This is an optimization exercise on Yosys and OpenROAD, whose aim is small area, not a production implementation.
RTL that was checked went through simulation tests only; none was proved equivalent to the original.

Design layer_top, start of the top module:
module layer_top (
   input  logic             clk,
   input  logic             reset,
   input  logic             s_valid,
   input  logic             m_ready,
   input  layer_pkg::data_t data_in,
   output logic             s_ready,
   output logic             m_valid,
   output layer_pkg::data_t data_out
);
Size in the first run: ~1200 cells after synthesis, about 170 flip-flops, about 38 I/O pins, ~0.011 mm^2 of cells after synthesis.
==> flow/config.mk <==
export PLATFORM = sky130hd
export DESIGN_NAME = layer_top
export DESIGN_NICKNAME = layer_top
export VERILOG_FILES = /design/flow/design.v
export SDC_FILE = /design/flow/constraint.sdc
export NUM_CORES = 4
export LEC_CHECK = 0
export CAP_MARGIN = 20
export CORE_MARGIN = 2
export CORE_UTILIZATION = 40
export SLEW_MARGIN = 20
==> flow/constraint.sdc <==
create_clock -name core_clock -period 7.0 [get_ports {clk}]
set_input_delay 1.4000 -clock core_clock [delete_from_list [all_inputs] [get_ports {clk}]]
set_output_delay 1.4000 -clock core_clock [all_outputs]
set_load 0.01 [all_outputs]
run.sh (not shown) runs the stock make flow with config.mk's settings and CLKGATE_MAP_FILE= SYNTH_SCRIPT=/design/flow/synth_recipe.tcl, a recipe that flattens the netlist after the stock synthesis.
The baseline produced a layout that fails on setup timing.
Change:
==> flow/flow/run.sh (new file) <==
#!/bin/bash
# The standard layout, with the port buffers made of the platform's
# smallest plain buffer instead of the delay buffer buffer_ports picks.
# Each ORFS step keeps its own log under orfs/logs; make's output goes to
# flow_make.log here.
set -euo pipefail
bash standard.sh "BUFFER_PORTS_ARGS=-buffer_cell sky130_fd_sc_hd__buf_1" finish > flow_make.log 2>&1
==> flow/standard.sh (new file) <==
#!/bin/bash
# synth_recipe.tcl (not shown) runs the flow's synth.tcl, then flattens the netlist and writes it again
# the make line also repeats each setting of config.mk as NAME=value (left out here)
make -C /OpenROAD-flow-scripts/flow DESIGN_CONFIG=/design/flow/config.mk WORK_HOME=/design/flow/orfs CLKGATE_MAP_FILE= SYNTH_SCRIPT=/design/flow/synth_recipe.tcl "${@:-finish}"
removed: flow/run.sh
The new run produced a layout that fails on setup timing.
Hold slack stays flat.
Non-clock buffer count falls by 1.
Utilization falls by 0.99 points.
Worst setup slack is better by 0.029 ns.
Synthesized area does not change.
Via count rises slightly.
Change:
==> flow/run.sh (new file) <==
#!/bin/bash
# synth_recipe.tcl (not shown) runs the flow's synth.tcl, then flattens the netlist and writes it again
# the make line also repeats each setting of config.mk as NAME=value (left out here)
make -C /OpenROAD-flow-scripts/flow DESIGN_CONFIG=/design/flow/config.mk WORK_HOME=/design/flow/orfs CLKGATE_MAP_FILE= SYNTH_SCRIPT=/design/flow/synth_recipe.tcl finish
Settings changed: GPL_TIMING_DRIVEN from default to 0.
removed: flow/flow/run.sh
removed: flow/standard.sh
Result:
- The changed run completed and failed the layout checks on setup timing
- worst hold slack gains 0.0035 ns
- global-route usage is higher by 1.5 points
- final cell count is lower by 1.3%
Function was not checked in any run of this note: the RTL went through the layout flow alone.


== job 101 ==
Another version of the RTL of layer_top (not shown whole).
Size in the first run: ~1300 cells after synthesis, roughly 180 flip-flops, ~38 I/O pins, ~13000 um^2 of cells after synthesis.
Design layer_top, start of the top module:
module layer_top (
   input  logic             clk,
   input  logic             reset,
   input  logic             s_valid,
   input  logic             m_ready,
   input  layer_pkg::data_t data_in,
   output logic             s_ready,
   output logic             m_valid,
   output layer_pkg::data_t data_out
);
Settings: LEC_CHECK=0, CAP_MARGIN=0, CORE_MARGIN=2, CORE_UTILIZATION=40, GPL_TIMING_DRIVEN=0, SLEW_MARGIN=0; clock period 7.0 ns.
Stock flow here: none of the scripts above is used.
> inputs changed (job 101 -> job 102)
Settings: CAP_MARGIN now 20, was 0; SLEW_MARGIN now 20, was 0.
Results
- [compare] base=job 101 new=job 102: setup slack now smaller; worst hold slack now larger; fraction of synthesis flops using an asynchronous set or reset pin comparable; slew at the pin closest to its max-slew limit now larger.
- Looking at number of global-route vias before repair across job 102 and job 101, the one that comes out higher is job 102.
- Status: routed wire length parity (job 102, job 101)
- Looking at launch point of the worst path, the u_sequencer.pos[0]$_SDFF_PP0_ result is from job 102; the u_sequencer.pos[1]$_SDFF_PP0_ one comes from job 101.
- Diff job 102..job 101 | clock insertion delay at the later pin of the skew report | negligible
- Job 102 completed; timing, DRC and antenna clean

## afterwards: timing with drivers on the ports
No port has a modelled driver above. Below, the same layouts with a new extraction and two added sets of constraints. Step 1 assumes that a clkbuf_16 drives the clock port and a buf_2 every other input. Step 2 moves the port delays by t, midway between the first and last clock arrival at a register: inputs arrive t later, outputs are due t later. That takes back most of the time a late clock gives input paths. Slacks: no drivers / after step 1 / after step 2; pairs: no drivers / after step 1.
run | t, ns | setup slack, ns | latest minus earliest clock arrival (ns)
the first run of note 1 | 0.481 | -1.071 / -1.071 / -1.498 | 0.012 / 0.013
the second run of note 1 | 0.479 | -1.042 / -1.042 / -1.127 | 0.014 / 0.014
the third run of note 1 | 0.493 | -1.371 / -1.363 / -1.840 | 0.011 / 0.011
job 101 | 0.478 | 0.272 / 0.272 / 0.272 | 0.024 / 0.024
job 102 | 0.489 | 0.214 / 0.214 / 0.214 | 0.025 / 0.025
For the third run of note 1, which loses most, drivers alone change the setup slack by +0.008 ns; drivers and shift together by -0.469 ns.
